Context: an optimization exercise on an open-source flow, tuned for small area. The choices shown serve that exercise and are no tape-out recipe. In this exercise RTL edits were held to simulation tests only and were not proved equivalent to the original. Power figures rest on the tool's default switching activity, not on a simulated workload.

File: design/flow/design.v
package gamePkg;
    typedef logic [10:0] coordX_t;
    typedef logic [9:0]  coordY_t;
    typedef logic [7:0]  size_t;
    typedef logic [7:0]  score_t;
    typedef logic [1:0]  speed_t;
    typedef struct packed {
        coordX_t x;
        coordY_t y;
    } point_t;
    typedef struct packed {
        logic up;
        logic down;
        logic left;
        logic right;
        logic centre;
    } buttons_t;
    typedef struct packed {
        point_t player;
        size_t  size;
        point_t food;
        point_t seeker1;
        point_t seeker2;
        point_t sweep1;
        point_t sweep2;
        score_t score;
        score_t hiscore;
    } gameView_t;
    localparam point_t playerStart  = {11'd720, 10'd450};
    localparam point_t foodStart    = {11'd700, 10'd800};
    localparam point_t seeker1Start = {11'd150, 10'd0};
    localparam point_t seeker2Start = {11'd1250, 10'd0};
    localparam point_t sweep1Start  = {11'd350, 10'd60};
    localparam point_t sweep2Start  = {11'd1000, 10'd839};
    localparam size_t  startSize    = 8'd32;
    localparam int unsigned growStep = 3;
    localparam int unsigned moveStep = 6;
    localparam int unsigned foodHalf   = 8;
    localparam int unsigned seekerHalf = 10;
    localparam int unsigned sweepHalfX = 16;
    localparam int unsigned sweepHalfY = 50;
    localparam int unsigned wallMargin  = 10;
    localparam int unsigned arenaRight  = 1429;
    localparam int unsigned arenaBottom = 889;
    localparam coordY_t     sweepBottom = 10'd890;
    localparam coordY_t     sweepTop    = 10'd10;
    localparam int unsigned spawnOffset = 70;
    localparam coordX_t spawnStepX  = 11'd17;
    localparam coordX_t spawnLimitX = 11'd1330;
    localparam coordY_t spawnStepY  = 10'd29;
    localparam coordY_t spawnLimitY = 10'd800;
    localparam score_t      hazardScore = 8'd3;
    localparam int unsigned sweepBase   = 8;
    localparam int unsigned seeker1Base = 1;
    localparam int unsigned seeker2Base = 2;
    localparam score_t      seeker1Wake = 8'd0;
    localparam score_t      seeker2Wake = 8'd5;
    function automatic logic near(point_t a, point_t b, int unsigned reachX,
                                  int unsigned reachY);
        coordX_t dx;
        coordY_t dy;
        dx = (a.x > b.x) ? a.x - b.x : b.x - a.x;
        dy = (a.y > b.y) ? a.y - b.y : b.y - a.y;
        near = (dx < reachX) && (dy < reachY);
    endfunction
    function automatic logic hitsWall(point_t p, size_t size);
        int unsigned half;
        half = size >> 1;
        hitsWall = (p.x < half + wallMargin) || (p.x > arenaRight - half) ||
               (p.y < half + wallMargin) || (p.y > arenaBottom - half);
    endfunction
endpackage
`timescale 1ns/1ps
module spawnPicker (
    input  logic            slowclk,
    input  logic            arstN,
    output gamePkg::point_t spawn
);
    gamePkg::coordX_t countX;
    gamePkg::coordY_t countY;
    always_ff @(posedge slowclk or negedge arstN)
    begin
        if (!arstN)
        begin
            countX <= '0;
            countY <= '0;
        end
        else
        begin
            countX <= (countX > gamePkg::spawnLimitX) ? '0 : countX + gamePkg::spawnStepX;
            countY <= (countY > gamePkg::spawnLimitY) ? '0 : countY + gamePkg::spawnStepY;
        end
    end
    assign spawn = {gamePkg::coordX_t'(countX + gamePkg::coordX_t'(gamePkg::spawnOffset)),
                    gamePkg::coordY_t'(countY + gamePkg::coordY_t'(gamePkg::spawnOffset))};
endmodule
`timescale 1ns/1ps
module playerUnit (
    input  logic              slowclk,
    input  logic              arstN,
    input  logic              respawn,
    input  logic              eat,
    input  gamePkg::buttons_t buttons,
    output gamePkg::point_t   pos,
    output gamePkg::size_t    size
);
    gamePkg::coordX_t stepRight;
    gamePkg::coordX_t stepLeft;
    gamePkg::coordY_t stepDown;
    gamePkg::coordY_t stepUp;
    assign stepRight = buttons.right ? gamePkg::coordX_t'(gamePkg::moveStep) : '0;
    assign stepLeft  = buttons.left  ? gamePkg::coordX_t'(gamePkg::moveStep) : '0;
    assign stepDown  = buttons.down  ? gamePkg::coordY_t'(gamePkg::moveStep) : '0;
    assign stepUp    = buttons.up    ? gamePkg::coordY_t'(gamePkg::moveStep) : '0;
    always_ff @(posedge slowclk or negedge arstN)
    begin
        if (!arstN)
        begin
            pos  <= gamePkg::playerStart;
            size <= gamePkg::startSize;
        end
        else if (respawn)
        begin
            pos  <= gamePkg::playerStart;
            size <= gamePkg::startSize;
        end
        else
        begin
            pos.x <= pos.x + stepRight - stepLeft;
            pos.y <= pos.y + stepDown - stepUp;
            if (eat)
            begin
                size <= size + gamePkg::size_t'(gamePkg::growStep);
            end
        end
    end
endmodule
`timescale 1ns/1ps
module chaserUnit #(
    parameter gamePkg::point_t startPos  = gamePkg::seeker1Start,
    parameter int unsigned     stepBase  = gamePkg::seeker1Base,
    parameter gamePkg::score_t wakeAbove = gamePkg::seeker1Wake
) (
    input  logic            slowclk,
    input  logic            arstN,
    input  logic            respawn,
    input  logic            knock,
    input  gamePkg::point_t target,
    input  gamePkg::score_t score,
    input  gamePkg::speed_t speed,
    output gamePkg::point_t pos
);
    logic [3:0] step;
    logic       awake;
    assign step  = 4'(stepBase) + 4'(speed);
    assign awake = score > wakeAbove;
    always_ff @(posedge slowclk or negedge arstN)
    begin
        if (!arstN)
        begin
            pos <= startPos;
        end
        else if (respawn || knock)
        begin
            pos <= startPos;
        end
        else if (awake)
        begin
            if (target.x < pos.x)
            begin
                pos.x <= pos.x - gamePkg::coordX_t'(step);
            end
            else if (target.x > pos.x)
            begin
                pos.x <= pos.x + gamePkg::coordX_t'(step);
            end
            if (target.y < pos.y)
            begin
                pos.y <= pos.y - gamePkg::coordY_t'(step);
            end
            else if (target.y > pos.y)
            begin
                pos.y <= pos.y + gamePkg::coordY_t'(step);
            end
        end
    end
endmodule
`timescale 1ns/1ps
module sweepUnit #(
    parameter gamePkg::point_t startPos = gamePkg::sweep1Start,
    parameter bit              moveDown = 1'b1
) (
    input  logic            slowclk,
    input  logic            arstN,
    input  logic            respawn,
    input  logic            hazardsOn,
    input  gamePkg::speed_t speed,
    output gamePkg::point_t pos
);
    logic [4:0] step;
    logic       atEdge;
    assign step   = 5'(gamePkg::sweepBase) + 5'({speed, 1'b0});
    assign atEdge = moveDown ? (pos.y >= gamePkg::sweepBottom) : (pos.y <= gamePkg::sweepTop);
    always_ff @(posedge slowclk or negedge arstN)
    begin
        if (!arstN)
        begin
            pos <= startPos;
        end
        else if (respawn)
        begin
            pos <= startPos;
        end
        else if (hazardsOn)
        begin
            if (atEdge)
            begin
                pos.y <= startPos.y;
            end
            else
            begin
                pos.y <= moveDown ? pos.y + gamePkg::coordY_t'(step) : pos.y - gamePkg::coordY_t'(step);
            end
        end
    end
endmodule
`timescale 1ns/1ps
module gameReferee (
    input  logic              slowclk,
    input  logic              arstN,
    input  gamePkg::buttons_t buttons,
    input  logic              restartEnable,
    input  gamePkg::point_t   player,
    input  gamePkg::point_t   seeker1,
    input  gamePkg::point_t   seeker2,
    input  gamePkg::point_t   sweep1,
    input  gamePkg::point_t   sweep2,
    input  gamePkg::point_t   spawn,
    input  gamePkg::size_t    size,
    output logic              respawn,
    output logic              eat,
    output logic              hazardsOn,
    output logic              knock1,
    output logic              knock2,
    output gamePkg::point_t   food,
    output gamePkg::score_t   score,
    output gamePkg::score_t   hiscore
);
    int unsigned halfSize;
    logic        restart;
    logic        wallTouch;
    logic        seekerTouch;
    logic        sweepTouch;
    assign halfSize  = size >> 1;
    assign hazardsOn = score > gamePkg::hazardScore;
    assign restart   = buttons.centre && restartEnable;
    assign wallTouch = gamePkg::hitsWall(player, size);
    assign seekerTouch =
        gamePkg::near(player, seeker1, gamePkg::seekerHalf + halfSize, gamePkg::seekerHalf + halfSize) ||
        gamePkg::near(player, seeker2, gamePkg::seekerHalf + halfSize, gamePkg::seekerHalf + halfSize);
    assign sweepTouch = hazardsOn &&
        (gamePkg::near(player, sweep1, gamePkg::sweepHalfX + halfSize, gamePkg::sweepHalfY + halfSize) ||
         gamePkg::near(player, sweep2, gamePkg::sweepHalfX + halfSize, gamePkg::sweepHalfY + halfSize));
    assign respawn = restart || wallTouch || seekerTouch || sweepTouch;
    assign eat     = !respawn &&
                     gamePkg::near(player, food, gamePkg::foodHalf + halfSize, gamePkg::foodHalf + halfSize);
    assign knock1 = hazardsOn &&
        (gamePkg::near(seeker1, sweep1, gamePkg::sweepHalfX + gamePkg::seekerHalf, gamePkg::sweepHalfY + gamePkg::seekerHalf) ||
         gamePkg::near(seeker1, sweep2, gamePkg::sweepHalfX + gamePkg::seekerHalf, gamePkg::sweepHalfY + gamePkg::seekerHalf));
    assign knock2 = hazardsOn &&
        (gamePkg::near(seeker2, sweep1, gamePkg::sweepHalfX + gamePkg::seekerHalf, gamePkg::sweepHalfY + gamePkg::seekerHalf) ||
         gamePkg::near(seeker2, sweep2, gamePkg::sweepHalfX + gamePkg::seekerHalf, gamePkg::sweepHalfY + gamePkg::seekerHalf));
    always_ff @(posedge slowclk or negedge arstN)
    begin
        if (!arstN)
        begin
            food    <= gamePkg::foodStart;
            score   <= '0;
            hiscore <= '0;
        end
        else if (respawn)
        begin
            food  <= gamePkg::foodStart;
            score <= '0;
        end
        else if (eat)
        begin
            score <= score + 8'd1;
            food  <= spawn;
            if (score == hiscore)
            begin
                hiscore <= score + 8'd1;
            end
        end
    end
endmodule
`timescale 1ns/1ps
module gameTop (
    input  logic               slowclk,
    input  logic               arstN,
    input  logic [4:0]         buttons,
    input  logic               restartEnable,
    input  logic [1:0]         speed,
    output logic [149:0]       view
);
    gamePkg::buttons_t btns;
    gamePkg::speed_t   spd;
    assign btns = buttons;
    assign spd  = speed;
    gamePkg::point_t playerPos;
    gamePkg::size_t  playerSize;
    gamePkg::point_t foodPos;
    gamePkg::point_t spawnPos;
    gamePkg::point_t seeker1Pos;
    gamePkg::point_t seeker2Pos;
    gamePkg::point_t sweep1Pos;
    gamePkg::point_t sweep2Pos;
    gamePkg::score_t score;
    gamePkg::score_t hiscore;
    logic   respawn;
    logic   eat;
    logic   hazardsOn;
    logic   knock1;
    logic   knock2;
    spawnPicker uSpawn (.slowclk, .arstN, .spawn(spawnPos));
    playerUnit uPlayer (
        .slowclk, .arstN, .respawn, .eat, .buttons(btns),
        .pos(playerPos), .size(playerSize)
    );
    chaserUnit #(.startPos(gamePkg::seeker1Start), .stepBase(gamePkg::seeker1Base), .wakeAbove(gamePkg::seeker1Wake))
    uSeeker1 (
        .slowclk, .arstN, .respawn, .knock(knock1), .target(playerPos),
        .score, .speed(spd), .pos(seeker1Pos)
    );
    chaserUnit #(.startPos(gamePkg::seeker2Start), .stepBase(gamePkg::seeker2Base), .wakeAbove(gamePkg::seeker2Wake))
    uSeeker2 (
        .slowclk, .arstN, .respawn, .knock(knock2), .target(playerPos),
        .score, .speed(spd), .pos(seeker2Pos)
    );
    sweepUnit #(.startPos(gamePkg::sweep1Start), .moveDown(1'b1))
    uSweep1 (.slowclk, .arstN, .respawn, .hazardsOn, .speed(spd), .pos(sweep1Pos));
    sweepUnit #(.startPos(gamePkg::sweep2Start), .moveDown(1'b0))
    uSweep2 (.slowclk, .arstN, .respawn, .hazardsOn, .speed(spd), .pos(sweep2Pos));
    gameReferee uReferee (
        .slowclk, .arstN, .buttons(btns), .restartEnable,
        .player(playerPos), .seeker1(seeker1Pos), .seeker2(seeker2Pos),
        .sweep1(sweep1Pos), .sweep2(sweep2Pos), .spawn(spawnPos), .size(playerSize),
        .respawn, .eat, .hazardsOn, .knock1, .knock2,
        .food(foodPos), .score, .hiscore
    );
    assign view = {playerPos, playerSize, foodPos, seeker1Pos, seeker2Pos,
                   sweep1Pos, sweep2Pos, score, hiscore};
endmodule
File: design/flow/run.sh
#!/bin/bash
# synth_recipe.tcl (not shown) runs the flow's synth.tcl, then flattens the netlist and writes it again
# the make line also repeats each setting of config.mk as NAME=value (left out here)
make -C /OpenROAD-flow-scripts/flow DESIGN_CONFIG=/design/flow/config.mk WORK_HOME=/design/flow/orfs CLKGATE_MAP_FILE= SYNTH_SCRIPT=/design/flow/synth_recipe.tcl finish
File: design/flow/config.mk
export PLATFORM = sky130hd
export DESIGN_NAME = gameTop
export DESIGN_NICKNAME = gameTop
export VERILOG_FILES = /design/flow/design.v
export SDC_FILE = /design/flow/constraint.sdc
export NUM_CORES = 4
export LEC_CHECK = 0
export CAP_MARGIN = 20
export CORE_MARGIN = 2
export CORE_UTILIZATION = 40
export SLEW_MARGIN = 20
File: design/flow/constraint.sdc
create_clock -name core_clock -period 10.0 [get_ports {slowclk}]
set_input_delay 2.0000 -clock core_clock [delete_from_list [all_inputs] [get_ports {slowclk}]]
set_output_delay 2.0000 -clock core_clock [all_outputs]
set_load 0.01 [all_outputs]
==> summary.txt <==
## sequential cells by signal, summed over array words and instances (netlist names)
register,count
uPlayer.pos,19
uPlayer.size,8
uReferee.food,21
uReferee.hiscore,8
uReferee.score,8
uSeeker1.pos,21
uSeeker2.pos,21
uSpawn.countX,11
uSpawn.countY,10
uSweep1.pos,9
uSweep2.pos,10
## worst max-delay path, stage by stage, from the launching register on
cell and delay, ns:
dfrtp_1 0.65, ha_1 0.60, and3_1 0.28, a221oi_2 0.11
o221ai_2 0.32, inv_2 0.13, nor2_2 0.65, mux2i_1 0.25
o21ai_0 0.16, a221o_1 0.33, a21oi_1 0.18, xnor2_1 0.10
ha_1 0.33, nand4_1 0.08, o31ai_1 0.34, nor4b_1 0.09
nand2_1 0.08, mux2i_1 0.06, and4_4 0.22, or4_2 1.11
buf_4 0.39, nor4_4 0.61, mux2_2 0.41
## kinds of logic (layout without fill, tap and decap cells)
kind of cell	Yosys count	after routing
fa+ha+maj	474	474
buf+inv	362	398
flops	146	146
mux	102	102
other cells	2	34
compound gates	926	926
simple gates	746	746
xor+xnor	215	215
## worst max path at each step
stage          cells after the start             start                  end  slack (ns)
4_1_cts                           22    uPlayer.pos[5]  uReferee.hiscore[7]        2.49
5_1_grt                           22    uPlayer.pos[5]  uReferee.hiscore[6]        1.89
3_3_place_gp                      20  uSeeker1.pos[17]  uReferee.hiscore[6]        2.66
2_1_floorplan                     25    uSweep1.pos[2]      uPlayer.size[7]        4.15
6_report                          22    uPlayer.pos[5]  uReferee.hiscore[7]        2.37
3_5_place_dp                      22    uPlayer.pos[5]  uReferee.hiscore[7]        2.54
## power groups by stage
stage | clock network (mW) | logic [mW] | registers, mW
3_5_place_dp | 0 | 5.36 | 0.962
3_3_place_gp | 0 | 5.29 | 0.958
6_report | 0.709 | 5.49 | 0.957
2_1_floorplan | 0 | 3.87 | 0.839
5_1_grt | 0.748 | 6.04 | 0.961
4_1_cts | 0.728 | 5.39 | 0.950
## cell usage after synthesis, drive strengths merged (33+ instances only)
| master | instances | area share |
|---|---|---|
| a211oi | 45 | 0.014 |
| o21a | 48 | 0.015 |
| nor2b | 36 | 0.0093 |
| a31oi | 37 | 0.0099 |
| a21oi | 261 | 0.054 |
| nand3 | 67 | 0.014 |
| nand2 | 166 | 0.026 |
| clkbuf | 99 | 0.015 |
| dfrtp | 109 | 0.11 |
| nor3 | 62 | 0.013 |
| o21ai | 189 | 0.039 |
| nor2 | 194 | 0.030 |
| dfstp | 37 | 0.040 |
| a21o | 102 | 0.032 |
| buf | 53 | 0.013 |
| xnor2 | 128 | 0.046 |
| mux2i | 69 | 0.029 |
| mux2 | 33 | 0.015 |
| nand4 | 33 | 0.0086 |
| xor2 | 87 | 0.032 |
| inv | 208 | 0.032 |
| nand2b | 40 | 0.010 |
| ha | 446 | 0.23 |
## stage by stage
step / total power [mW] / util / cell area (um^2)
detailed placement: 6.32 / 0.434 / 26000
CTS: 7.07 / 0.444 / 26600
floorplan: 4.71 / - / 24200
global route: 7.75 / 0.444 / 26600
finish: 7.16 / 0.444 / 26600
global placement: 6.25 / 0.434 / 26000
## area by class of cell
class	count	area share
Multi-Input combinational cell	2497	0.716
Sequential cell	146	0.139
Timing Repair Buffer	156	0.0566
Tap cell	782	0.0367
Inverter	210	0.0296
Clock buffer	18	0.0161
Clock inverter	14	0.00644
## routing by layer
| layer | share of wire | routed length, um | GRT usage |
|---|---|---|---|
| met5 | 0 | 0 | 0 |
| met2 | 0.45 | 40000 | 0.450 |
| met4 | 0.030 | 2630 | 0.0924 |
| met1 | 0.46 | 40100 | 0.376 |
| met3 | 0.058 | 5140 | 0.0405 |
## cells in the final DEF, fill, tap and decap left out, drive strengths merged, types with 102 or more instances in the layout
master	netlist	final
nand2	166	166
xnor2	128	128
clkdlybuf4s50	0	133
a21oi	261	261
nor2	194	194
o21ai	189	189
inv	208	215
ha	446	446
dfrtp	109	109
a21o	102	102
==> tab_implementation.tex <==
\begin{tabular}{lr}
\hline
Metric & Value \\
\hline
\multicolumn{2}{l}{\textbf{Place}} \\
Cells after DPL & 3791 \\
Post-detailed-placement half-perimeter wirelength & 66700 um \\
Post-placement worst setup slack & 2.54 ns \\
Number of I/O port buffers & 134 \\
Gpl congestion & 1.01 \\
\multicolumn{2}{l}{\textbf{Worst setup path}} \\
Startpoint Class & flip-flop \\
Endpoint required time on the critical path & 10.38 ns \\
WP data arrival & 8.01 ns \\
Crit Path Category & flip-flop to flip-flop \\
Worst reg-to-reg setup slack & 2.37 ns \\
Setup crit end kind & flip-flop \\
Beginning of the worst register-to-register path & uPlayer.pos[5] \\
Reg2reg end & uReferee.hiscore[7] \\
Worst Path Max Fanout & 30 \\
R2r worst-path depth & 22 \\
\multicolumn{2}{l}{\textbf{Clock network}} \\
Max H-tree Level & 4 \\
Number of buffers created by CTS & 17 \\
Total setup buffers inserted after CTS & 0 \\
\# hold bufs at CTS & 0 \\
Maximum number of buffers from clock root to sink & 2 \\
Number of cells upsized or downsized after cts & 0 \\
Clock-pin slew of the registers on the worst-case setup and hold paths & 0.07 ns \\
Number of clock sinks seen by CTS & 146 \\
Root buffer cell & clkbuf\_16 \\
Clock insertion delay at the later pin of the skew report & 0.50 ns \\
CTS tree & built \\
\multicolumn{2}{l}{\textbf{Power and ir drop}} \\
Internal Dissipation & 3.23 mW \\
Switching share of total power & 0.549 \\
Leak Pwr & 12.2 nW \\
Power density over the cells & 269 nW/um\^{}2 \\
Seq pwr share & 0.134 \\
Switch Pwr & 3.93 mW \\
Worst VDD drop & 176 uV \\
Share of total power in the clock network & 0.099 \\
Share of power burned in combinational logic & 0.767 \\
\multicolumn{2}{l}{\textbf{Min path}} \\
Worst-case hold path end point & uSpawn.countX[10] \\
Hold wc startpoint & uSpawn.countX[10] \\
Hold Crit Depth & 2 \\
Hold crit path type & flip-flop to flip-flop \\
\multicolumn{2}{l}{\textbf{Synthesis}} \\
Async set-or-reset flop fraction in the synthesized netlist & 1.00 \\
Post-synthesis area per instance & 8.11 um\^{}2 \\
Sequential fraction of the synthesis area & 0.153 \\
Simple-gate share of the synthesized area & 0.157 \\
Most used DFF post-synth & dfrtp\_1 \\
Adder-cell area share of the yosys netlist & 0.255 \\
Mux contribution to synthesized area & 0.0441 \\
Netlist area before placement & 24100 um\^{}2 \\
Warnings from Yosys & 7 \\
Xor and xnor area share after synthesis & 0.0781 \\
Dominant combinational cell family by area after synthesis & adder cells \\
Share of the synthesized area in compound gates (AO/OA/AOI/OAI) & 0.251 \\
Post-synth EDFFs & 0 \\
Synth Register Bits & 146 \\
Count of cell types in the netlist & 97 \\
Synth Instances & 2973 \\
\multicolumn{2}{l}{\textbf{STA}} \\
Number of setup violations in the final report & 0 \\
Max Slew Vio Count & 0 \\
Max Freq & 0.131 GHz \\
Unrepaired setup endpoints after global routing & false \\
Total Neg Setup Slack & 0 ns \\
Final period util & 0.763 \\
Slew Limit Headroom & 0.310 \\
Transition time of the tightest slew-check pin & 1.03 ns \\
Shortest period the worst path allows & 7.63 ns \\
Least setup slack across all paths after layout & 2.37 ns \\
Worst Clk Skew & 0.0182 ns \\
Final hold slack & 0.557 ns \\
Total count of hold-check failures in the final report & 0 \\
\multicolumn{2}{l}{\textbf{Final layout}} \\
Area added between synthesis and finish & 10.5\% \\
Number of non-filler instances in the completed layout & 3823 \\
Total area of multi-input combinational cells & 19100 um\^{}2 \\
Area occupied by registers & 3700 um\^{}2 \\
\# diodes & 0 \\
Fill cell count & 5886 \\
Proportion of layout cells with a drive suffix above 1 & 0.0552 \\
Final net count & 3512 \\
\multicolumn{2}{l}{\textbf{Die}} \\
Number of top-level pins & 160 \\
Number of standard-cell rows in the floorplan & 90 \\
Starting utilization of the core area & 0.402 \\
Core region area & 60000 um\^{}2 \\
Die ar. & 62300 um\^{}2 \\
Vertical die dimension & 250 um \\
Die Span X & 250 um \\
\multicolumn{2}{l}{\textbf{GRT}} \\
Global routing usage summed across all routing layers & 0.277 \\
Number of antenna violations at the first check in global routing & 1 \\
Vias in the first global route & 21.9k \\
Global-route wire length before repair & 134000 um \\
Largest net degree at the start of global routing & 81 \\
Remaining global-route overflow & 0 \\
\multicolumn{2}{l}{\textbf{Routing}} \\
Number of iterations in the first detailed-routing pass & 7 \\
Total number of vias & 22.8k \\
Routed wire per std cell & 23.0 um \\
Iteration-0 DRC count of the detailed router & 2059 \\
Final routed wirelength across all metal layers & 87800 um \\
Via density & 5.97 \\
Antenna Violating Nets Remaining & 0 \\
Number of DRC violations after detailed routing & 0 \\
\multicolumn{2}{l}{\textbf{Outcome}} \\
Status & timing/DRC/antenna clean \\
\multicolumn{2}{l}{\textbf{Run}} \\
Number of max-cap violations & 0 \\
\hline
\end{tabular}

-- re-timing with driven ports --
The results above use ideal ports. As a check the final layout listed here was re-extracted and re-timed, cells and wires unchanged. Step 1 assumes that a clkbuf_16 drives the clock port and a buf_2 every other input. Step 2 also shifts input and output timing later by t, the mid clock arrival at the registers, as if the neighbouring blocks saw the same clock. Slacks: ideal / step 1 / step 2; pairs: ideal / step 1.
t, ns: 0.556
slack for setup (ns): 2.367 / 2.367 / 2.367
worst setup path after step 2: register to register
slew at the worst register clock pin (ns): 0.08 / 0.08
After both steps this run still meets setup and hold. For this run, drivers alone change the setup slack by 0.000 ns; drivers and shift together by 0.000 ns.
